This design comes from an exercise in tuning for small area on the open sky130 flow, not from production work. The RTL was checked by simulation tests, not by an equivalence proof against the original design. Power is estimated from default activity; no workload was simulated.

[design.v]
`default_nettype none
package xdom_pkg;
  typedef struct packed {
    logic [8:0] unused;
    logic       ext_en;
    logic       thr_en;
    logic       disc_en;
    logic       disc_pol;
    logic       lt;
    logic       gt;
    logic       et;
  } trig_conf_t;
  typedef struct packed {
    logic [6:0] rsvd_hi;
    logic       disc_bitslip;
    logic       rsvd_7;
    logic       l1_bitslip;
    logic       l1_ce;
    logic       l1_inc;
    logic       rsvd_3;
    logic       l0_bitslip;
    logic       l0_ce;
    logic       l0_inc;
  } io_cmd_t;
  typedef union packed {
    logic [15:0] raw;
    trig_conf_t  trig_conf;
    io_cmd_t     io_cmd;
  } reg_word_u;
endpackage
`default_nettype wire
`timescale 1ns/1ps
`default_nettype none
module xdom_regs (
  input  logic                         clk,
  input  logic                         rst,
  input  logic [12-1:0]       i_adr,
  input  logic                         i_wr,
  input  logic [16-1:0]      i_wr_data,
  output xdom_pkg::trig_conf_t         o_trig_conf,
  output logic [11:0]                  o_trig_thr,
  output logic                         o_trig_sw,
  output logic                         o_trig_pulse,
  output logic                         o_arm,
  output logic [24-1:0]  o_sw_mask,
  output logic [24-1:0]  o_arm_mask,
  output logic [24-1:0]  o_pulse_mask,
  output logic [5-1:0]       o_io_sel,
  output xdom_pkg::io_cmd_t            o_io_cmd,
  output logic [6-1:0]   o_pulse_single,
  output logic [6-1:0]   o_pulse_en,
  output logic [31:0]                  o_pulse_period,
  output logic                         o_period_chg,
  output logic                         o_pg_start,
  output logic [28-1:0]    o_pg_addr,
  output logic                         o_pg_optype,
  output logic                         o_ddr3_sys_rst,
  output logic [5-1:0]       o_scaler_sel
);
  logic [16-1:0] wd;
  assign wd = rst ? '0 : i_wr_data;
  logic we_conf, we_thr, we_sw_hi, we_sw_lo, we_arm_hi, we_arm_lo, we_trig_cmd;
  logic we_io_sel, we_io_cmd, we_pm_hi, we_pm_lo, we_single, we_pg_hi, we_pg_lo;
  logic we_optype, we_pg_cmd, we_ddr3, we_sc_sel, we_per_hi, we_per_lo, we_pen;
  assign we_conf     = i_wr && i_adr == 12'hbfe;
  assign we_thr      = i_wr && i_adr == 12'hbfd;
  assign we_sw_hi    = i_wr && i_adr == 12'hbfc;
  assign we_sw_lo    = i_wr && i_adr == 12'hbfb;
  assign we_arm_hi   = i_wr && i_adr == 12'hbfa;
  assign we_arm_lo   = i_wr && i_adr == 12'hbf9;
  assign we_trig_cmd = i_wr && i_adr == 12'hbf8;
  assign we_io_sel   = i_wr && i_adr == 12'hbe6;
  assign we_io_cmd   = i_wr && i_adr == 12'hbe5;
  assign we_pm_hi    = i_wr && i_adr == 12'hbd0;
  assign we_pm_lo    = i_wr && i_adr == 12'hbcf;
  assign we_single   = i_wr && i_adr == 12'hbce;
  assign we_pg_hi    = i_wr && i_adr == 12'hbcd;
  assign we_pg_lo    = i_wr && i_adr == 12'hbcc;
  assign we_optype   = i_wr && i_adr == 12'hbcb;
  assign we_pg_cmd   = i_wr && i_adr == 12'hbca;
  assign we_ddr3     = i_wr && i_adr == 12'hbc9;
  assign we_sc_sel   = i_wr && i_adr == 12'hbb8;
  assign we_per_hi   = i_wr && i_adr == 12'hbb3;
  assign we_per_lo   = i_wr && i_adr == 12'hbb2;
  assign we_pen      = i_wr && i_adr == 12'hbb1;
  always_ff @(posedge clk) begin
    if (rst || we_conf)   o_trig_conf <= wd[6:0];
    if (rst || we_thr)    o_trig_thr <= wd[11:0];
    if (rst || we_sw_hi)  o_sw_mask[24-1:16] <= wd[24-17:0];
    if (rst || we_sw_lo)  o_sw_mask[15:0] <= wd;
    if (rst || we_arm_hi) o_arm_mask[24-1:16] <= wd[24-17:0];
    if (rst || we_arm_lo) o_arm_mask[15:0] <= wd;
    if (rst || we_io_sel) o_io_sel <= wd[5-1:0];
    if (rst || we_pm_hi)  o_pulse_mask[24-1:16] <= wd[24-17:0];
    if (rst || we_pm_lo)  o_pulse_mask[15:0] <= wd;
    if (rst || we_pg_hi)  o_pg_addr[28-1:16] <= wd[28-17:0];
    if (rst || we_pg_lo)  o_pg_addr[15:0] <= wd;
    if (rst || we_optype) o_pg_optype <= wd[0];
    if (rst || we_ddr3)   o_ddr3_sys_rst <= wd[0];
    if (rst || we_sc_sel) o_scaler_sel <= wd[5-1:0];
    if (rst || we_per_hi) o_pulse_period[31:16] <= wd;
    if (rst || we_per_lo) o_pulse_period[15:0] <= wd;
    if (rst || we_pen)    o_pulse_en <= wd[6-1:0];
  end
  always_ff @(posedge clk) begin
    o_trig_sw      <= we_trig_cmd && wd[0];
    o_arm          <= we_trig_cmd && wd[1];
    o_trig_pulse   <= we_single && !rst;
    o_pulse_single <= we_single ? wd[6-1:0] : '0;
    o_io_cmd       <= we_io_cmd ? {7'b0, wd[8], 1'b0, wd[6:4], 1'b0, wd[2:0]} : '0;
    o_pg_start     <= we_pg_cmd && wd[0];
    o_period_chg   <= !rst && ((we_per_hi && i_wr_data != o_pulse_period[31:16]) ||
                               (we_per_lo && i_wr_data != o_pulse_period[15:0]));
  end
endmodule
`default_nettype wire
`timescale 1ns/1ps
`default_nettype none
module xdom_rd_mux (
  input  logic                                          clk,
  input  logic                                          rst,
  input  logic [12-1:0]                        i_adr,
  output logic [16-1:0]                       o_rd_data,
  input  xdom_pkg::trig_conf_t                          i_trig_conf,
  input  logic [11:0]                                   i_trig_thr,
  input  logic [24-1:0]                   i_sw_mask,
  input  logic [24-1:0]                   i_arm_mask,
  input  logic [24-1:0]                   i_pulse_mask,
  input  logic [5-1:0]                        i_io_sel,
  input  xdom_pkg::io_cmd_t                             i_io_cmd,
  input  logic [6-1:0]                    i_pulse_single,
  input  logic [6-1:0]                    i_pulse_en,
  input  logic [31:0]                                   i_pulse_period,
  input  logic [28-1:0]                     i_pg_addr,
  input  logic                                          i_pg_optype,
  input  logic                                          i_ddr3_sys_rst,
  input  logic [5-1:0]                        i_scaler_sel,
  input  logic [16-1:0]                       i_vnum,
  input  logic [24-1:0]                   i_wvb_armed,
  input  logic [24-1:0][32-1:0] i_disc_scaler,
  input  logic                                          i_pg_status
);
  logic [32-1:0] scaler_q;
  xdom_pkg::reg_word_u       rd_word;
  logic [32-1:0] scaler_d;
  always_comb begin
    scaler_d = '0;
    for (int ch = 0; ch < 24; ch++)
      scaler_d = scaler_d |
        ({32{!rst && i_scaler_sel == 5'(ch)}} & i_disc_scaler[ch]);
  end
  always_ff @(posedge clk) begin
    scaler_q <= scaler_d;
  end
  always_comb begin
    rd_word.raw = '0;
    case (i_adr)
      12'hfff: rd_word.raw = i_vnum;
      12'hbfe: rd_word.trig_conf = i_trig_conf;
      12'hbfd: rd_word.raw = 16'(i_trig_thr);
      12'hbfc: rd_word.raw = 16'(i_sw_mask[24-1:16]);
      12'hbfb: rd_word.raw = i_sw_mask[15:0];
      12'hbfa: rd_word.raw = 16'(i_arm_mask[24-1:16]);
      12'hbf9: rd_word.raw = i_arm_mask[15:0];
      12'hbf6: rd_word.raw = 16'(i_wvb_armed[24-1:16]);
      12'hbf5: rd_word.raw = i_wvb_armed[15:0];
      12'hbe6: rd_word.raw = 16'(i_io_sel);
      12'hbe5: rd_word.io_cmd = i_io_cmd;
      12'hbd0: rd_word.raw = 16'(i_pulse_mask[24-1:16]);
      12'hbcf: rd_word.raw = i_pulse_mask[15:0];
      12'hbce: rd_word.raw = 16'(i_pulse_single);
      12'hbcd: rd_word.raw = 16'(i_pg_addr[28-1:16]);
      12'hbcc: rd_word.raw = i_pg_addr[15:0];
      12'hbcb: rd_word.raw = 16'(i_pg_optype);
      12'hbca: rd_word.raw = 16'(i_pg_status);
      12'hbc9: rd_word.raw = 16'(i_ddr3_sys_rst);
      12'hbb8: rd_word.raw = 16'(i_scaler_sel);
      12'hbb7: rd_word.raw = scaler_q[31:16];
      12'hbb6: rd_word.raw = scaler_q[15:0];
      12'hbb3: rd_word.raw = i_pulse_period[31:16];
      12'hbb2: rd_word.raw = i_pulse_period[15:0];
      12'hbb1: rd_word.raw = 16'(i_pulse_en);
      default: ;
    endcase
  end
  assign o_rd_data = rd_word.raw;
endmodule
`default_nettype wire
`timescale 1ns/1ps
`default_nettype none
module io_ctrl_demux (
  input  logic                          clk,
  input  logic                          rst,
  input  logic [5-1:0]        i_io_sel,
  input  xdom_pkg::io_cmd_t             i_io_cmd,
  output logic [2*24-1:0] o_adc_delay_ce,
  output logic [2*24-1:0] o_adc_delay_inc,
  output logic [2*24-1:0] o_adc_bitslip,
  output logic [24-1:0]   o_discr_bitslip
);
  logic [6:0]             cmd_qn;   
  logic [5-1:0] sel_q;
  logic [24-1:0] hit_n;
  always_ff @(posedge clk) begin
    if (rst || i_io_sel >= 5'(24)) begin
      cmd_qn <= '1;
    end else begin
      cmd_qn <= ~{i_io_cmd.disc_bitslip,
                  i_io_cmd.l1_bitslip, i_io_cmd.l1_ce, i_io_cmd.l1_inc,
                  i_io_cmd.l0_bitslip, i_io_cmd.l0_ce, i_io_cmd.l0_inc};
    end
  end
  always_ff @(posedge clk) begin
    sel_q <= i_io_sel;
  end
  always_comb begin
    for (int ch = 0; ch < 24; ch++) begin
      if (ch < 16) hit_n[ch] = !(sel_q == 5'(ch));
      else         hit_n[ch] = !(sel_q[4] && sel_q[2:0] == 3'(ch));
    end
  end
  always_comb begin
    for (int ch = 0; ch < 24; ch++) begin
      o_adc_delay_inc[2*ch +: 2] = ~({2{hit_n[ch]}} | {cmd_qn[3], cmd_qn[0]});
      o_adc_delay_ce[2*ch +: 2]  = ~({2{hit_n[ch]}} | {cmd_qn[4], cmd_qn[1]});
      o_adc_bitslip[2*ch +: 2]   = ~({2{hit_n[ch]}} | {cmd_qn[5], cmd_qn[2]});
      o_discr_bitslip[ch]        = ~(hit_n[ch] | cmd_qn[6]);
    end
  end
endmodule
`default_nettype wire
`timescale 1ns/1ps
`default_nettype none
module pulser_timer (
  input  logic                        clk,
  input  logic                        rst,
  input  logic [31:0]                 i_period,
  input  logic                        i_period_chg,
  input  logic [6-1:0]  i_enable,
  input  logic [6-1:0]  i_single,
  output logic [6-1:0]  o_pulser_trig
);
  logic [31:0] rem;
  logic        tick;
  logic        restart;
  logic        wrap;
  assign restart = (i_period == '0) || i_period_chg;
  assign wrap    = (rem == 32'd1);
  always_ff @(posedge clk) begin
    if (restart || wrap) rem <= i_period;
    else                 rem <= rem - 32'd1;
  end
  always_ff @(posedge clk) begin
    if (rst) tick <= 1'b0;
    else     tick <= !restart && wrap;
  end
  assign o_pulser_trig = i_single | ({6{tick}} & i_enable);
endmodule
`default_nettype wire
`timescale 1ns/1ps
`default_nettype none
module page_req_fsm (
  input  logic clk,
  input  logic rst,
  input  logic i_start,
  input  logic i_mem_enable,
  input  logic i_ack,
  output logic o_req,
  output logic o_status
);
  typedef enum logic {
    IDLE,
    REQUEST
  } state_t;
  state_t state;
  logic   ack_meta;
  logic   ack_sync;
  always_ff @(posedge clk) begin
    if (rst) begin
      ack_meta <= 1'b0;
      ack_sync <= 1'b0;
    end else begin
      ack_meta <= i_ack;
      ack_sync <= ack_meta;
    end
  end
  always_ff @(posedge clk) begin
    if (rst) begin
      state <= IDLE;
    end else begin
      case (state)
        IDLE: if (i_start && i_mem_enable && !ack_sync) state <= REQUEST;
        REQUEST: if (ack_sync || !i_mem_enable) state <= IDLE;
        default: state <= IDLE;
      endcase
    end
  end
  assign o_req    = (state == REQUEST);
  assign o_status = o_req | ack_sync;
endmodule
`default_nettype wire
`timescale 1ns/1ps
`default_nettype none
module xdom_top (
  input  logic                                          clk,
  input  logic                                          rst,
  input  logic [12-1:0]                        i_adr,
  input  logic                                          i_wr,
  input  logic [16-1:0]                       i_wr_data,
  input  logic [16-1:0]                       i_vnum,
  input  logic [24-1:0]                   i_wvb_armed,
  input  logic [24-1:0][32-1:0] i_disc_scaler,
  input  logic                                          i_pg_ack,
  output logic [16-1:0]                       o_rd_data,
  output logic [16+11:0]                      o_trig_bundle,
  output logic [24-1:0]                   o_trig_run,
  output logic [24-1:0]                   o_wvb_arm,
  output logic [2*24-1:0]                 o_adc_delay_ce,
  output logic [2*24-1:0]                 o_adc_delay_inc,
  output logic [2*24-1:0]                 o_adc_bitslip,
  output logic [24-1:0]                   o_discr_bitslip,
  output logic [6-1:0]                    o_pulser_trig,
  output logic [28-1:0]                     o_pg_req_addr,
  output logic                                          o_pg_optype,
  output logic                                          o_pg_req,
  output logic                                          o_ddr3_sys_rst
);
  xdom_pkg::trig_conf_t              trig_conf;
  xdom_pkg::io_cmd_t                 io_cmd;
  logic [11:0]                       trig_thr;
  logic [24-1:0]       sw_mask;
  logic [24-1:0]       arm_mask;
  logic [24-1:0]       pulse_mask;
  logic [5-1:0]            io_sel;
  logic [5-1:0]            scaler_sel;
  logic [6-1:0]        pulse_single;
  logic [6-1:0]        pulse_en;
  logic [31:0]                       pulse_period;
  logic                              pg_start;
  logic                              trig_sw, trig_pulse, arm, period_chg;
  logic                              pg_status;
  assign o_trig_bundle = {trig_thr, trig_conf};
  assign o_trig_run = ({24{trig_sw}} & sw_mask) |
                      ({24{trig_pulse}} & pulse_mask);
  assign o_wvb_arm  = {24{arm}} & arm_mask;
  xdom_regs xdom_regs_i (
    .clk(clk), .rst(rst), .i_adr(i_adr), .i_wr(i_wr), .i_wr_data(i_wr_data),
    .o_trig_conf(trig_conf), .o_trig_thr(trig_thr),
    .o_trig_sw(trig_sw), .o_trig_pulse(trig_pulse), .o_arm(arm),
    .o_sw_mask(sw_mask), .o_arm_mask(arm_mask), .o_pulse_mask(pulse_mask),
    .o_io_sel(io_sel), .o_io_cmd(io_cmd),
    .o_pulse_single(pulse_single), .o_pulse_en(pulse_en), .o_pulse_period(pulse_period),
    .o_period_chg(period_chg), .o_pg_start(pg_start), .o_pg_addr(o_pg_req_addr), .o_pg_optype(o_pg_optype),
    .o_ddr3_sys_rst(o_ddr3_sys_rst), .o_scaler_sel(scaler_sel)
  );
  xdom_rd_mux xdom_rd_mux_i (
    .clk(clk), .rst(rst), .i_adr(i_adr), .o_rd_data(o_rd_data),
    .i_trig_conf(trig_conf), .i_trig_thr(trig_thr),
    .i_sw_mask(sw_mask), .i_arm_mask(arm_mask), .i_pulse_mask(pulse_mask),
    .i_io_sel(io_sel), .i_io_cmd(io_cmd),
    .i_pulse_single(pulse_single), .i_pulse_en(pulse_en), .i_pulse_period(pulse_period),
    .i_pg_addr(o_pg_req_addr), .i_pg_optype(o_pg_optype),
    .i_ddr3_sys_rst(o_ddr3_sys_rst), .i_scaler_sel(scaler_sel),
    .i_vnum(i_vnum), .i_wvb_armed(i_wvb_armed), .i_disc_scaler(i_disc_scaler),
    .i_pg_status(pg_status)
  );
  io_ctrl_demux io_ctrl_demux_i (
    .clk(clk), .rst(rst), .i_io_sel(io_sel), .i_io_cmd(io_cmd),
    .o_adc_delay_ce(o_adc_delay_ce), .o_adc_delay_inc(o_adc_delay_inc),
    .o_adc_bitslip(o_adc_bitslip), .o_discr_bitslip(o_discr_bitslip)
  );
  pulser_timer pulser_timer_i (
    .clk(clk), .rst(rst), .i_period(pulse_period), .i_period_chg(period_chg), .i_enable(pulse_en),
    .i_single(pulse_single), .o_pulser_trig(o_pulser_trig)
  );
  page_req_fsm page_req_fsm_i (
    .clk(clk), .rst(rst), .i_start(pg_start), .i_mem_enable(o_ddr3_sys_rst),
    .i_ack(i_pg_ack), .o_req(o_pg_req), .o_status(pg_status)
  );
endmodule
`default_nettype wire
[flow/run.sh]
#!/bin/bash
# The standard layout (standard.sh), with these changes:
#  - synthesis is the standard one except that ABC maps the logic with an
#    area-oriented script (flow/abc_area.script) instead of the speed script;
#    the flip-flops are mapped before ABC runs, so they are untouched;
#  - each port is buffered by the smallest buffer cell instead of the default
#    delay buffer;
set -euo pipefail
here=$(pwd)

# Standard synthesis script with only the abc script swapped
sed 's#log_cmd abc {\*}\$abc_args#log_cmd abc {*}[lreplace $abc_args 1 1 '"$here"'/flow/abc_area.script]#' \
  "$FLOW_HOME/scripts/synth.tcl" > my_synth_core.tcl
grep -q 'flow/abc_area.script' my_synth_core.tcl
sed 's#source \$::env(SCRIPTS_DIR)/synth.tcl#source '"$here"'/my_synth_core.tcl#' synth_recipe.tcl > my_synth.tcl
grep -q 'my_synth_core.tcl' my_synth.tcl
sed 's#/synth_recipe\.tcl#/my_synth.tcl#' standard.sh > my_standard.sh
grep -q 'SYNTH_SCRIPT=[^ ]*/my_synth.tcl' my_standard.sh

export BUFFER_PORTS_ARGS="-buffer_cell sky130_fd_sc_hd__buf_1"
export CTS_ARGS="-sink_clustering_enable -repair_clock_nets -dont_use_dummy_load \
  -buf_list sky130_fd_sc_hd__clkbuf_8 -sink_clustering_size 14 -sink_clustering_max_diameter 50"
bash my_standard.sh "$@" > standard_flow.log 2>&1
[flow/abc_area.script]
&get -n
&st
&deepsyn -J 20
&dch
&nf -R 1000 -p -C 32 -F 8 -A 4
&put
mfs2
&get -n
&st
&dch
&nf -R 1000 -p -C 32 -F 8 -A 4
&put
mfs2
&get -n
&st
&dch
&nf -R 1000 -p -C 32 -F 8 -A 4
&put
[standard.sh]
#!/bin/bash
# synth_recipe.tcl (not shown) runs the flow's synth.tcl, then flattens the netlist and writes it again
# the make line also repeats each setting of config.mk as NAME=value (left out here)
make -C /OpenROAD-flow-scripts/flow DESIGN_CONFIG=/design/flow/config.mk WORK_HOME=/design/flow/orfs CLKGATE_MAP_FILE= SYNTH_SCRIPT=/design/flow/synth_recipe.tcl "${@:-finish}"
[config.mk]
export PLATFORM = sky130hd
export DESIGN_NAME = xdom_top
export DESIGN_NICKNAME = xdom_top
export VERILOG_FILES = /design/flow/design.v
export SDC_FILE = /design/flow/constraint.sdc
export NUM_CORES = 4
export LEC_CHECK = 0
export CAP_MARGIN = 10
export CORE_AREA = 5 5 325 325
export CTS_BUF_LIST = sky130_fd_sc_hd__clkbuf_8
export CTS_CLUSTER_DIAMETER = 50
export CTS_CLUSTER_SIZE = 14
export DIE_AREA = 0 0 330 330
export SLEW_MARGIN = 10
[constraint.sdc]
create_clock -name core_clock -period 10.0 [get_ports {clk}]
set_input_delay 2.0000 -clock core_clock [delete_from_list [all_inputs] [get_ports {clk}]]
set_output_delay 2.0000 -clock core_clock [all_outputs]
set_load 0.01 [all_outputs]
==> results.json, run 1 <==
{
  "status": "complete, no violations",
  "nets": 3513,
  "viasPerCell": 5.64,
  "drtAntennaViolNets": 0,
  "fin_setup_tns_ns": 0,
  "port_buffers": 1127,
  "synthDistinctLibCells": 42,
  "power_density_mw_per_mm2": 121,
  "postCtsSetupBuffers": 0,
  "ctsRootBufferMaster": "clkbuf_8",
  "p_leak_nw": 6.52,
  "critPathCaptureType": "output port",
  "crit_fanout": 18,
  "max_cap_viol_count": 0,
  "route.top_layer_used": "met5",
  "clkTransAtPathRegs_ns": 0.08,
  "synth_ff_type": "edfxtp_1",
  "cts_buffers": 41,
  "min_period_ns": 7.36,
  "cts_max_path_buffers": 3,
  "synth-edff-count": 169,
  "max_clock_freq_mhz": 136,
  "postLayoutCellArea_mm2": 0.0221,
  "rows": 117,
  "worst_slew_pin_slew_ns": 1.26,
  "syn_area_mm2": 0.0147,
  "grt_pass1_vias": 20971,
  "initial_core_util_pct": 14.5,
  "wl_per_cell_um": 47.6,
  "synth_area_per_cell_um2": 10.1,
  "die_h_um": 330,
  "skew_ns": 0.116,
  "yosysTopAreaCell": "edfxtp_1",
  "fin_crit_sh_pct": 73.6,
  "slew_violations": 0,
  "vias": 23519,
  "dpl.hpwl_um": 167000,
  "grt_max_degree": 63,
  "syn_inst": 1457,
  "cts_hold_buf": 0,
  "grt_overflow": 0,
  "die_area_mm2": 0.109,
  "antenna_found_initial": 238,
  "cts_sinks": 267,
  "clk_latency_ns": 0.65,
  "ys_ff_latch": 267,
  "areaGrowthSynthToFinish_pct": 50.0,
  "route.detailed.drc": 0,
  "cts-resized-gates": 0,
  "fin_util_pct": 21.7,
  "dr_wl_met3_um": 30100,
  "cp.required_ns": 8.00,
  "max-slew-margin-rel_pct": 15.9,
  "dr.pass1.iters": 13,
  "hold_ws_ns": 0.410,
  "h-tree-depth": 2,
  "die_x_um": 330,
  "core_area_mm2": 0.102,
  "hold_class": "reg -> reg",
  "io_pins": 1137,
  "setup_viol": 0,
  "async_reset_ff_share_pct": 0,
  "drive_gt1_share_pct": 4.72,
  "yosys_warnings": 5,
  "startpoint_type": "input pin",
  "dpl_cell_area_mm2": 0.0212,
  "place.gp.congestion": 1.03,
  "dr.first_iter.drc_count": 5155,
  "wl_um": 198000,
  "hold_viol": 0,
  "peakVddDrop_mv": 0.0785,
  "synth_top_area_share_pct": 34.4,
  "cts_tree": "done",
  "wl_met2_um": 83000,
  "drt-met1-wl_um": 73300,
  "criticalPathCategory": "in -> out",
  "synth.area.top_cells": "edfxtp_1, a222oi_1, dfxtp_1, nor2_1, a22oi_1",
  "grt_pass1_wl_um": 239000,
  "track_usage_pct": 34.0,
  "rsz0062_at_grt": "no",
  "crit_arrival_ns": 5.36,
  "yosysSeqAreaShare_pct": 47.7
}
-- state kept, by name (all words and copies together), names as in the netlist, 12 cells and up --
signal                      cells
pulser_timer_i.rem             32
xdom_rd_mux_i.scaler_q         32
xdom_regs_i.o_pulse_period     32
xdom_regs_i.o_pg_addr          28
xdom_regs_i.o_arm_mask         24
xdom_regs_i.o_pulse_mask       24
xdom_regs_i.o_sw_mask          24
xdom_regs_i.o_trig_thr         12
-- cells by family (layout without fill, tap and decap cells) --
| family | after synthesis | after routing | synth area share (%) |
|---|---|---|---|
| AOI/OAI and AO/OA | 509 | 509 | 29.9 |
| muxes | 2 | 2 | 0.153 |
| buffers and inverters | 28 | 1232 | 0.942 |
| and+or+nand+nor | 619 | 619 | 19.4 |
| other | 1 | 139 | 0.0254 |
| DFF | 267 | 267 | 47.7 |
| adders and majority gates | 2 | 2 | 0.170 |
| xor gates and xnor gates | 29 | 29 | 1.72 |
-- power by group --
part / internal, W / switching (W) / total, W
clock: 0.000360 / 0.000457 / 0.000816
combinational: 0.000143 / 0.000293 / 0.000436
sequential: 0.00127 / 0.000142 / 0.00142
total: 0.00178 / 0.000892 / 0.00267
-- synthesized netlist by cell type (all sizes together) (2+ instances only) --
cell,count
a22o,36
o2bb2ai,2
nand2b,16
a21o,21
or3,4
a22oi,99
a211oi,5
a221oi,66
nor3b,4
or4,3
nand4,57
nor2,281
a31oi,14
nor4,19
dfxtp,98
clkinv,19
edfxtp,169
xor2,16
nand3,63
mux2,2
and2,25
xnor2,13
nand3b,5
nand2,95
and3,8
or2,3
nor3,17
o31ai,2
a222oi,220
buf,9
o221ai,3
and4b,2
o21ai,12
a21oi,19
o21bai,3
nor2b,15
o22ai,6
ha,2
-- path summary, 6_finish.rpt --
check                                        start                                   end  slack (ns)  cells after the start
min             xdom_regs_i.o_io_cmd[2]$_SDFF_PN0_  io_ctrl_demux_i.cmd_qn[2]$_SDFF_PP1_        0.41                      1
min reg2reg     xdom_regs_i.o_io_cmd[2]$_SDFF_PN0_  io_ctrl_demux_i.cmd_qn[2]$_SDFF_PP1_        0.41                      1
max reg2reg  xdom_regs_i.o_scaler_sel[1]$_DFFE_PP_    xdom_rd_mux_i.scaler_q[22]$_DFF_P_        6.19                      7
max                                       i_adr[8]                          o_rd_data[1]        2.64                     11
-- area by class of cell --
cell class,count,area [um^2]
diodes,130,325
clock buffers,41,564
well taps,1368,1710
inverters,19,71.3
repair buffers,1172,4570
flip-flops and latches,267,7040
multi-input cells,1170,7840
fillers,11511,79600
-- through the flow --
| step | instances | power (W) | setup slack, ns |
|---|---|---|---|
| after floorplan | 1465 | 0.00147 | 3.84 |
| after global placement | 3996 | 0.00185 | 2.73 |
| after detailed placement | 3996 | 0.00185 | 2.73 |
| after CTS | 4037 | 0.00266 | 2.71 |
| after global routing | 4075 | 0.00273 | 2.59 |
| final | 4167 | 0.00267 | 2.64 |
-- cells in the final DEF, fill, tap and decap left out, drive strengths merged, types with 3 or more instances in the layout --
master and instances:
nor3 17, xnor2 13, xor2 16, dfxtp 98, a211oi 5, nor2b 15, or4 3, a21o 21
clkbuf 42, and2 25, nor2 281, o221ai 3, or3 4, nand3 63, a222oi 220, nand2 95
nand2b 16, clkinv 19, conb 9, a21oi 19, nand3b 5, a221oi 66, buf 1171, diode 130
nand4 57, and3 8, or2 3, nor4 19, edfxtp 169, o22ai 6, nor3b 4, o21ai 12
a22oi 99, a31oi 14, o21bai 3, a22o 36
-- worst max-delay path, stage by stage --
cell	delay, ns
buf_1	0.09
nand4_1	0.12
nor2b_1	0.23
nand2_1	0.13
or3_1	0.42
or3_1	0.43
nor2_2	0.97
a222oi_1	0.29
and3_1	0.22
nand4_1	0.08
buf_1	0.36
-- metal layers --
layer  GRT usage, %  vias to the layer above
met2           50.0                     2453
li1               -                     8901
met4           15.5                       90
met3           18.5                      586
met5              0                        -
met1           40.8                    11489
==> inputs of run 2 (changes only) <==
--- a/flow/run.sh
+++ b/flow/run.sh
@@ -6,4 +6,6 @@
 #  - each port is buffered by the smallest buffer cell instead of the default
 #    delay buffer;
+#  - after global routing, gates on paths with spare slack are downsized
+#    (RECOVER_POWER), which shrinks cells the earlier repairs had upsized;
 set -euo pipefail
 here=$(pwd)
@@ -18,4 +20,5 @@
 grep -q 'SYNTH_SCRIPT=[^ ]*/my_synth.tcl' my_standard.sh
 
+export RECOVER_POWER=100
 export BUFFER_PORTS_ARGS="-buffer_cell sky130_fd_sc_hd__buf_1"
 export CTS_ARGS="-sink_clustering_enable -repair_clock_nets -dont_use_dummy_load \
--- a/flow/abc_area.script
+++ b/flow/abc_area.script
@@ -1,5 +1,4 @@
 &get -n
 &st
-&deepsyn -J 20
 &dch
 &nf -R 1000 -p -C 32 -F 8 -A 4
==> run 2 against run 1 <==
Compared with the run above:
- critical endpoint is now xdom_rd_mux_i.scaler_q[18]$_DFF_P_
- now fails the layout checks on max-capacitance violations, max-slew violations
- register-to-register slack got worse by 1.7 ns
- synthesized area is 0.92% higher
- global-route usage is 8.1 points lower
- cell count down 2.0%
- clock skew decreased by 0.051 ns
- worst hold slack worse by 0.040 ns
- highest routed layer unchanged
- setup slack got worse by 0.48 ns
- total power shrank 2.7%
- clock power decreased by 5.3%
- final area decreased by 0.67%
- via count fell by 7.3%
- routed wire length shrank 23%
==> results.json, run 2 <==
{
  "largest_registers": "pulser_timer_i.rem (32), xdom_rd_mux_i.scaler_q (32), xdom_regs_i.o_pulse_period (32)",
  "grt_pass1_wl_um": 191000,
  "max_clock_freq_mhz": 128,
  "clk_latency_ns": 0.61,
  "min_period_ns": 7.84,
  "fin_setup_tns_ns": 0,
  "fin_util_pct": 21.6,
  "yosysMostFrequentCell": "nor2_1",
  "worst_slew_pin_slew_ns": 2.63,
  "status": "finished with violations",
  "rsz0062_at_grt": "no",
  "io_pins": 1137,
  "crit_fanout": 43,
  "syn_inst": 1459,
  "final_common_cell": "buf_1",
  "rows": 117,
  "dpl.hpwl_um": 126000,
  "max-slew-margin-rel_pct": -75.6,
  "max_cap_viol_count": 12,
  "critPathCaptureType": "flop",
  "yosysSeqAreaShare_pct": 47.3,
  "criticalPathCategory": "in -> reg",
  "h-tree-depth": 2,
  "track_usage_pct": 25.9,
  "slew_violations": 274,
  "hold_class": "reg -> reg",
  "wl_um": 153000,
  "setup_slack_ns": 2.16,
  "dr.pass1.iters": 13,
  "grt_overflow": 0,
  "drive_gt1_share_pct": 4.18,
  "synth_top_area_share_pct": 34.1,
  "skew_ns": 0.0656,
  "cts_sinks": 267,
  "cts_buffers": 40,
  "place.gp.congestion": 1.07,
  "crit_arrival_ns": 8.30,
  "yosysTopAreaCell": "edfxtp_1",
  "ys_top_cells_by_count": "nor2_1, a222oi_1, edfxtp_1",
  "yosys_warnings": 5,
  "layout_common_cells": "buf_1, nor2_1, a222oi_1",
  "grt_pass1_vias": 20325,
  "synth_ff_type": "edfxtp_1",
  "startpoint_type": "input pin",
  "wl_per_cell_um": 37.5,
  "ctsRootBufferMaster": "clkbuf_8",
  "viasPerCell": 5.34,
  "ys_ff_latch": 267,
  "failed_checks": "max-capacitance violations, max-slew violations",
  "route.detailed.drc": 0,
  "cts_max_path_buffers": 3,
  "core_area_mm2": 0.102,
  "synth-edff-count": 169,
  "postCtsSetupBuffers": 0,
  "power_density_mw_per_mm2": 118,
  "p_leak_nw": 6.55,
  "die_area_mm2": 0.109,
  "setup_viol": 0,
  "cts_tree": "done",
  "place_ws_ns": 2.84,
  "synth_area_per_cell_um2": 10.2,
  "syn_area_mm2": 0.0149,
  "port_buffers": 1127,
  "hold_ws_ns": 0.370,
  "cts-resized-gates": 0,
  "cp.required_ns": 10.46,
  "synth.area.top_cells": "edfxtp_1, a222oi_1, dfxtp_1, nor2_1, a22oi_1",
  "synthDistinctLibCells": 41,
  "peakVddDrop_mv": 0.0831,
  "die_x_um": 330,
  "cts_hold_buf": 0,
  "dr.first_iter.drc_count": 3947,
  "grt_max_degree": 62,
  "fillers": 11446,
  "clkTransAtPathRegs_ns": 0.08,
  "fin_crit_sh_pct": 78.4,
  "hold_viol": 0,
  "initial_core_util_pct": 14.6,
  "vias": 21813,
  "areaGrowthSynthToFinish_pct": 47.6,
  "finalPower_w": 0.00260,
  "async_reset_ff_share_pct": 0,
  "drtAntennaViolNets": 0,
  "die_h_um": 330,
  "nets": 3523,
  "antenna_found_initial": 82
}
==> run 2: worst max-delay path: stages <==
cell and delay, ns:
clkbuf_2 0.08, clkbuf_1 0.95, nor2_1 0.61, nand2_1 0.26
nor2_1 1.17, clkbuf_1 0.57, clkbuf_1 1.47, a22oi_1 0.55
nand3_1 0.24, a221oi_1 0.07, nand4_1 0.24
==> run 2: metal layers <==
layer / up-vias / part of all wire [%] / global-route usage [%]
met3: 336 / 13 / 8.82
li1: 8735 / - / -
met1: 10762 / 37 / 31.5
met5: - / 0.14 / 0
met2: 1946 / 45 / 41.7
met4: 34 / 5.5 / 11.7
==> run 2: layout make-up <==
class | count | area (um^2) | share of cell area, %
Antenna cell | 36 | 90.1 | 0.410
Inverter | 3 | 11.3 | 0.0513
Clock buffer | 40 | 551 | 2.51
Timing Repair Buffer | 1181 | 4590 | 20.9
Multi-Input combinational cell | 1188 | 7980 | 36.3
Sequential cell | 267 | 7040 | 32.0
Tap cell | 1368 | 1710 | 7.79
==> run 2: cell families (layout without fill, tap and decap cells) <==
family | Yosys count | after routing | synth area share [%]
fa+ha+maj | 2 | 2 | 0.168
buf+inv | 12 | 1224 | 0.530
other cells | 1 | 45 | 0.0252
flops | 267 | 267 | 47.3
compound gates | 480 | 480 | 28.0
mux | 3 | 3 | 0.227
xor+xnor | 60 | 60 | 3.53
simple gates | 634 | 634 | 20.2
==> run 2: power by group <==
group          switching, W  total (W)  leakage (nW)  internal, W
Combinational      0.000282   0.000426          3.83     0.000145
Sequential         0.000121    0.00140          2.43      0.00128
Clock              0.000422   0.000773         0.288     0.000351
Total              0.000825    0.00260          6.55      0.00177
==> run 2: final timing paths <==
| kind | from | endpoint | slack [ns] | cells past startpoint |
|---|---|---|---|---|
| max | rst | xdom_rd_mux_i.scaler_q[18]$_DFF_P_ | 2.16 | 11 |
| min | xdom_regs_i.o_io_cmd[0]$_SDFF_PN0_ | io_ctrl_demux_i.cmd_qn[0]$_SDFF_PP1_ | 0.37 | 1 |
| max reg2reg | xdom_regs_i.o_scaler_sel[4]$_DFFE_PP_ | xdom_rd_mux_i.scaler_q[18]$_DFF_P_ | 4.47 | 9 |
| min reg2reg | xdom_regs_i.o_io_cmd[0]$_SDFF_PN0_ | io_ctrl_demux_i.cmd_qn[0]$_SDFF_PP1_ | 0.37 | 1 |
==> run 2: metrics by stage <==
stage	cell area, um^2	cells
2_1_floorplan	14900	1467
4_1_cts	22000	4047
5_1_grt	21900	4069
3_3_place_gp	21400	4006
3_5_place_dp	21400	4007
6_report	22000	4083
==> inputs of run 3 (changes only) <==
--- a/flow/run.sh
+++ b/flow/run.sh
@@ -6,6 +6,4 @@
 #  - each port is buffered by the smallest buffer cell instead of the default
 #    delay buffer;
-#  - after global routing, gates on paths with spare slack are downsized
-#    (RECOVER_POWER), which shrinks cells the earlier repairs had upsized;
 set -euo pipefail
 here=$(pwd)
@@ -20,7 +18,6 @@
 grep -q 'SYNTH_SCRIPT=[^ ]*/my_synth.tcl' my_standard.sh
 
-export RECOVER_POWER=100
 export BUFFER_PORTS_ARGS="-buffer_cell sky130_fd_sc_hd__buf_1"
 export CTS_ARGS="-sink_clustering_enable -repair_clock_nets -dont_use_dummy_load \
-  -buf_list sky130_fd_sc_hd__clkbuf_8 -sink_clustering_size 14 -sink_clustering_max_diameter 50"
+  -buf_list sky130_fd_sc_hd__clkbuf_8 -sink_clustering_size 18 -sink_clustering_max_diameter 50"
 bash my_standard.sh "$@" > standard_flow.log 2>&1
--- a/config.mk
+++ b/config.mk
@@ -10,5 +10,5 @@
 export CTS_BUF_LIST = sky130_fd_sc_hd__clkbuf_8
 export CTS_CLUSTER_DIAMETER = 50
-export CTS_CLUSTER_SIZE = 14
+export CTS_CLUSTER_SIZE = 18
 export DIE_AREA = 0 0 330 330
 export SLEW_MARGIN = 10
==> run 3 against run 2 <==
Compared with the run above:
- the run now finishes clean
- worst hold slack got worse by 0.016 ns
- flip-flop and latch count did not move
- final area rose by 0.31%
- via count fell by 0.42%
- sequential share of layout area fell by 0.10 points
- largest power group unchanged
==> results.json, run 3 <==
{
  "peakVddDrop_mv": 0.0759,
  "async_reset_ff_share_pct": 0,
  "grt_pass1_vias": 20288,
  "drive_gt1_share_pct": 4.89,
  "setup_viol": 0,
  "min_period_ns": 7.33,
  "slowest_stage": "nor2_2",
  "h-tree-depth": 2,
  "die_area_mm2": 0.109,
  "rsz0062_at_grt": "no",
  "route.detailed.drc": 0,
  "skew_ns": 0.0966,
  "areaGrowthSynthToFinish_pct": 48.1,
  "initial_core_util_pct": 14.6,
  "status": "complete, no violations",
  "grt_pass1_wl_um": 191000,
  "hold_class": "reg -> reg",
  "syn_inst": 1459,
  "combPwrFrac_pct": 16.5,
  "crit_chain": "buf_1 > nand3_1 > or2_0 > nand3b_1 > or4_1 > nor2_2 > a22oi_1 > and4_1 > nand4_1 > buf_1",
  "core_area_mm2": 0.102,
  "rows": 117,
  "grt_max_degree": 62,
  "io_pins": 1137,
  "nets": 3522,
  "antenna_found_initial": 82,
  "grt_overflow": 0,
  "die_h_um": 330,
  "largest_registers": "pulser_timer_i.rem (32), xdom_rd_mux_i.scaler_q (32), xdom_regs_i.o_pulse_period (32)",
  "p_int_w": 0.00176,
  "startpoint_type": "input pin",
  "ys_ff_latch": 267,
  "hold_ws_ns": 0.354,
  "cp.required_ns": 8.00,
  "yosys_warnings": 5,
  "max-slew-margin-rel_pct": 17.1,
  "cts_tree": "done",
  "die_x_um": 330,
  "dpl.hpwl_um": 126000,
  "vias": 21721,
  "worst_slew_pin_slew_ns": 1.24,
  "place.gp.congestion": 1.07,
  "dr.first_iter.drc_count": 4017,
  "yosysSeqAreaShare_pct": 47.3,
  "crit_fanout": 17,
  "max_cap_viol_count": 0,
  "synth_top_area_share_pct": 34.1,
  "cts_sinks": 267,
  "fin_util_pct": 21.7,
  "clkTransAtPathRegs_ns": 0.08,
  "wl_um": 153000,
  "crit_path_max_incr_delay_ns": 0.88,
  "port_buffers": 1127,
  "postCtsSetupBuffers": 0,
  "critPathCaptureType": "output port",
  "cts_max_path_buffers": 3,
  "synth.area.top_cells": "edfxtp_1, a222oi_1, dfxtp_1, nor2_1, a22oi_1",
  "synthDistinctLibCells": 41,
  "fin_crit_sh_pct": 73.3,
  "ctsRootBufferMaster": "clkbuf_8",
  "p_sw_w": 0.000816,
  "drtAntennaViolNets": 0,
  "clk_latency_ns": 0.62,
  "max_clock_freq_mhz": 136,
  "p_leak_nw": 6.59,
  "synth-edff-count": 169,
  "viasPerCell": 5.32,
  "synth_ff_type": "edfxtp_1",
  "fin_setup_tns_ns": 0,
  "clock_power_share_pct": 29.3,
  "ys_top_cells_by_count": "nor2_1, a222oi_1, edfxtp_1",
  "crit_top_cell": "buf_1",
  "crit_arrival_ns": 5.33,
  "criticalPathCategory": "in -> out",
  "dr.pass1.iters": 14,
  "yosysTopAreaCell": "edfxtp_1",
  "synth_area_per_cell_um2": 10.2,
  "hold_viol": 0,
  "layout_common_cells": "buf_1, nor2_1, a222oi_1",
  "power_density_mw_per_mm2": 117,
  "cts-resized-gates": 0,
  "wl_per_cell_um": 37.5,
  "yosysMostFrequentCell": "nor2_1",
  "track_usage_pct": 26.0,
  "final_common_cell": "buf_1",
  "slew_violations": 0,
  "cts_hold_buf": 0,
  "sw_frac_of_total_pct": 31.6,
  "syn_area_mm2": 0.0149,
  "seqPwrFrac_pct": 54.1,
  "cts_buffers": 39
}
==> run 3: cell counts after synthesis <==
Identical to the previous run, type by type.
==> run 3: metal layers <==
layer,up-vias,wire (um),GRT usage (%)
met5,-,210,0
met2,1889,69500,41.6
li1,8726,-,-
met1,10764,56900,31.6
met3,310,18600,8.84
met4,32,7900,11.8
==> run 3: layout make-up <==
type | count | area, um^2
Timing Repair Buffer | 1181 | 4640
Clock buffer | 39 | 537
Tap cell | 1368 | 1710
Fill cell | 11437 | 79700
Antenna cell | 36 | 90.1
Inverter | 3 | 11.3
Multi-Input combinational cell | 1188 | 8020
Sequential cell | 267 | 7040
==> run 3: metrics by stage <==
step                      instances  setup slack (ns)  power (W)  cell area (um^2)
after detailed placement       4007              2.84    0.00184             21400
after global routing           4068              2.60    0.00269             22000
after global placement         4006              2.82    0.00184             21400
final                          4082              2.67    0.00258             22000
after CTS                      4046              2.84    0.00261             21900
after floorplan                1467              3.41    0.00147             14900
==> run 3: kinds of logic (layout without fill, tap and decap cells) <==
| group | after synthesis | count (layout) | synth area share (%) |
|---|---|---|---|
| muxes | 3 | 3 | 0.227 |
| xor gates and xnor gates | 60 | 60 | 3.53 |
| AOI/OAI and AO/OA | 480 | 480 | 28.0 |
| and+or+nand+nor | 634 | 634 | 20.2 |
| DFF | 267 | 267 | 47.3 |
| adders and majority gates | 2 | 2 | 0.168 |
| buffers and inverters | 12 | 1223 | 0.530 |
| other | 1 | 45 | 0.0252 |
==> run 3: worst paths after layout <==
path | startpoint | to | slack (ns) | depth (start not counted)
max | i_adr[8] | o_rd_data[4] | 2.67 | 10
min | xdom_regs_i.o_io_cmd[0]$_SDFF_PN0_ | io_ctrl_demux_i.cmd_qn[0]$_SDFF_PP1_ | 0.35 | 1
max reg2reg | xdom_regs_i.o_scaler_sel[3]$_DFFE_PP_ | xdom_rd_mux_i.scaler_q[24]$_DFF_P_ | 6.07 | 9
min reg2reg | xdom_regs_i.o_io_cmd[0]$_SDFF_PN0_ | io_ctrl_demux_i.cmd_qn[0]$_SDFF_PP1_ | 0.35 | 1
==> run 3: worst max-delay path: cells and delay by family <==
kind / cells / cell delay, ns
and+or+nand+nor: 7 / 2.68
AOI/OAI and AO/OA: 1 / 0.20
buffers and inverters: 2 / 0.43
==> run 3: power by group through the flow <==
stage / clock network (W) / registers (W) / logic (W)
floorplan: 0 / 0.00135 / 0.000123
global placement: 0 / 0.00143 / 0.000416
detailed placement: 0 / 0.00142 / 0.000419
CTS: 0.000792 / 0.00140 / 0.000422
global route: 0.000833 / 0.00140 / 0.000451
finish: 0.000755 / 0.00140 / 0.000426
==> inputs of run 4 (changes only) <==
--- a/flow/run.sh
+++ b/flow/run.sh
@@ -20,4 +20,4 @@
 export BUFFER_PORTS_ARGS="-buffer_cell sky130_fd_sc_hd__buf_1"
 export CTS_ARGS="-sink_clustering_enable -repair_clock_nets -dont_use_dummy_load \
-  -buf_list sky130_fd_sc_hd__clkbuf_8 -sink_clustering_size 18 -sink_clustering_max_diameter 50"
+  -buf_list sky130_fd_sc_hd__clkbuf_16 -sink_clustering_size 20 -sink_clustering_max_diameter 60"
 bash my_standard.sh "$@" > standard_flow.log 2>&1
--- a/config.mk
+++ b/config.mk
@@ -8,7 +8,7 @@
 export CAP_MARGIN = 10
 export CORE_AREA = 5 5 325 325
-export CTS_BUF_LIST = sky130_fd_sc_hd__clkbuf_8
-export CTS_CLUSTER_DIAMETER = 50
-export CTS_CLUSTER_SIZE = 18
+export CTS_BUF_LIST = sky130_fd_sc_hd__clkbuf_16
+export CTS_CLUSTER_DIAMETER = 60
+export CTS_CLUSTER_SIZE = 20
 export DIE_AREA = 0 0 330 330
 export SLEW_MARGIN = 10
==> run 4 against run 3 <==
Compared with the run above:
- clock power up 38%
- register-to-register slack better by 0.05 ns
- largest cell class unchanged
- fmax up 0.25%
==> results.json, run 4 <==
{
  "async_reset_ff_share_pct": 0,
  "ctsRootBufferMaster": "clkbuf_16",
  "syn_area_mm2": 0.0149,
  "ys_ff_latch": 267,
  "status": "complete, no violations",
  "nets": 3517,
  "die_area_mm2": 0.109,
  "drive_gt1_share_pct": 4.71,
  "skew_ns": 0.0656,
  "yosysTopAreaCell": "edfxtp_1",
  "final_common_cell": "buf_1",
  "stdcell_count": 4076,
  "p_leak_nw": 6.73,
  "yosysSeqAreaShare_pct": 47.3,
  "cts_max_path_buffers": 3,
  "drtAntennaViolNets": 0,
  "power_density_mw_per_mm2": 128,
  "grt_pass1_vias": 20259,
  "ys_top_cells_by_count": "nor2_1, a222oi_1, edfxtp_1",
  "viasPerCell": 5.34,
  "layout_common_cells": "buf_1, nor2_1, a222oi_1",
  "yosysMostFrequentCell": "nor2_1",
  "dr.pass1.iters": 12,
  "wl_per_cell_um": 37.5,
  "sw_frac_of_total_pct": 29.7,
  "yosys_warnings": 5,
  "max_clock_freq_mhz": 137,
  "startpoint_type": "input pin",
  "core_area_mm2": 0.102,
  "grt_overflow": 0,
  "clk_latency_ns": 0.56,
  "io_pins": 1137,
  "wl_um": 153000,
  "h-tree-depth": 2,
  "reg2reg_depth": 9,
  "peakVddDrop_mv": 0.107,
  "rows": 117,
  "criticalPathCategory": "in -> out",
  "syn_inst": 1459,
  "clkTransAtPathRegs_ns": 0.07,
  "largest_registers": "pulser_timer_i.rem (32), xdom_rd_mux_i.scaler_q (32), xdom_regs_i.o_pulse_period (32)",
  "min_period_ns": 7.31,
  "p_sw_w": 0.000848,
  "cts_tree": "done",
  "min_path_cells": 1,
  "hold_class": "reg -> reg",
  "synthDistinctLibCells": 41,
  "fin_util_pct": 22.0,
  "combPwrFrac_pct": 15.0,
  "hold_ws_ns": 0.384,
  "antenna_found_initial": 83,
  "hold_viol": 0,
  "cts_buffers": 34,
  "postCtsSetupBuffers": 0,
  "dpl.hpwl_um": 126000,
  "dp.cells": 4007,
  "cts-resized-gates": 0,
  "r2r-end": "xdom_rd_mux_i.scaler_q[24]$_DFF_P_",
  "setup_viol": 0,
  "initial_core_util_pct": 14.6,
  "p_int_w": 0.00201,
  "synth-edff-count": 169,
  "postLayoutCellArea_mm2": 0.0224,
  "vias": 21760,
  "cts_sinks": 267,
  "worst_slew_pin_slew_ns": 1.27,
  "slew_violations": 0,
  "grt_max_degree": 62,
  "max_cap_viol_count": 0,
  "synth_top_area_share_pct": 34.1,
  "grt_pass1_wl_um": 191000,
  "rsz0062_at_grt": "no",
  "cts_hold_buf": 0,
  "synth.area.top_cells": "edfxtp_1, a222oi_1, dfxtp_1, nor2_1, a22oi_1",
  "track_usage_pct": 25.9,
  "die_h_um": 330,
  "seqPwrFrac_pct": 48.8,
  "synth_ff_type": "edfxtp_1",
  "dpl_cell_area_mm2": 0.0214,
  "die_x_um": 330,
  "place.gp.congestion": 1.07,
  "max-slew-margin-rel_pct": 14.9,
  "reg2reg_slack_ns": 6.12,
  "port_buffers": 1127,
  "r2r-start": "xdom_regs_i.o_scaler_sel[3]$_DFFE_PP_",
  "hp-start": "xdom_regs_i.o_io_cmd[0]$_SDFF_PN0_",
  "cp.required_ns": 8.00,
  "clock_power_share_pct": 36.2,
  "crit_arrival_ns": 5.31,
  "dr.first_iter.drc_count": 4152,
  "crit_fanout": 17,
  "critPathCaptureType": "output port",
  "whs_endpoint": "io_ctrl_demux_i.cmd_qn[0]$_SDFF_PP1_",
  "fin_setup_tns_ns": 0,
  "route.detailed.drc": 0,
  "fin_crit_sh_pct": 73.1,
  "areaGrowthSynthToFinish_pct": 50.2,
  "synth_area_per_cell_um2": 10.2
}
run 4: cell counts after synthesis:
No cell type changed its count.
run 4: routing by layer:
metal  part of all wire, %  vias to the layer above  track usage, %
met3                    12                      344            8.88
li1                      -                     8728               -
met2                    45                     1880            41.5
met1                    37                    10772            31.5
met4                   5.3                       36            11.8
met5                  0.16                        -               0
run 4: area by class of cell:
| cell class | count | area [um^2] |
|---|---|---|
| fillers | 11395 | 79400 |
| flip-flops and latches | 267 | 7040 |
| repair buffers | 1181 | 4640 |
| well taps | 1368 | 1710 |
| inverters | 3 | 11.3 |
| clock buffers | 34 | 851 |
| diodes | 35 | 87.6 |
| multi-input cells | 1188 | 8020 |
run 4: power by group through the flow:
stage | logic [W] | registers (W) | clock network, W
floorplan | 0.000123 | 0.00135 | 0
global placement | 0.000416 | 0.00143 | 0
detailed placement | 0.000419 | 0.00142 | 0
CTS | 0.000422 | 0.00140 | 0.00107
global route | 0.000450 | 0.00140 | 0.00111
finish | 0.000428 | 0.00140 | 0.00104
run 4: how the worst max path moves through the flow:
stage          startpoint      endpoint  slack, ns
2_1_floorplan    i_adr[9]  o_rd_data[0]       3.41
3_3_place_gp     i_adr[8]  o_rd_data[4]       2.82
3_5_place_dp     i_adr[8]  o_rd_data[4]       2.84
4_1_cts          i_adr[8]  o_rd_data[4]       2.84
5_1_grt          i_adr[8]  o_rd_data[4]       2.62
6_report         i_adr[8]  o_rd_data[1]       2.69
run 4: critical path: stages:
cell and delay (ns):
buf_1 0.11, nand3_1 0.20, or2_0 0.34, nand3b_1 0.28, or4_1 0.58, nor2_2 0.90
a221oi_1 0.24, and3_1 0.22, nand4_1 0.10, buf_1 0.32
run 4: logic make-up (layout without fill, tap and decap cells):
| group | after synthesis | count (layout) | share of synthesized area [%] |
|---|---|---|---|
| adders and majority gates | 2 | 2 | 0.168 |
| buffers and inverters | 12 | 1218 | 0.530 |
| other | 1 | 44 | 0.0252 |
| and+or+nand+nor | 634 | 634 | 20.2 |
| muxes | 3 | 3 | 0.227 |
| DFF | 267 | 267 | 47.3 |
| AOI/OAI and AO/OA | 480 | 480 | 28.0 |
| xor gates and xnor gates | 60 | 60 | 3.53 |
run 4: through the flow:
| stage | power (W) | setup WS, ns |
|---|---|---|
| 6_report | 0.00286 | 2.69 |
| 5_1_grt | 0.00297 | 2.62 |
| 4_1_cts | 0.00289 | 2.84 |
| 3_5_place_dp | 0.00184 | 2.84 |
| 3_3_place_gp | 0.00184 | 2.82 |
| 2_1_floorplan | 0.00147 | 3.41 |

[re-timing with driven ports]
The results above use ideal ports. As a check the final layouts listed here were re-extracted and re-timed, cells and wires unchanged. Step 1 (the two cells are an assumption about what drives the block):
set clk [get_ports {clk}]
set_driving_cell -lib_cell sky130_fd_sc_hd__clkbuf_16 $clk
set_driving_cell -lib_cell sky130_fd_sc_hd__buf_2 [delete_from_list [all_inputs] $clk]
Step 2 also shifts input and output timing later by t, the mid clock arrival at the registers, as if the neighbouring blocks saw the same clock. Three values: ideal ports, drivers, drivers and shift; two values: the first two.
run	t, ns	setup WS [ns]	worst setup path after step 2	latest minus earliest clock arrival (ns)
run 1	0.675	2.642 / 2.615 / 2.615	input to output	0.146 / 0.146
run 2	0.634	2.158 / 2.147 / 1.547	input to register	0.077 / 0.078
run 3	0.631	2.670 / 2.638 / 2.638	input to output	0.123 / 0.123
run 4	0.570	2.688 / 2.656 / 2.656	input to output	0.099 / 0.099
The setup slack of run 2, which loses most, moves by -0.011 ns with the drivers and by -0.611 ns with both steps.
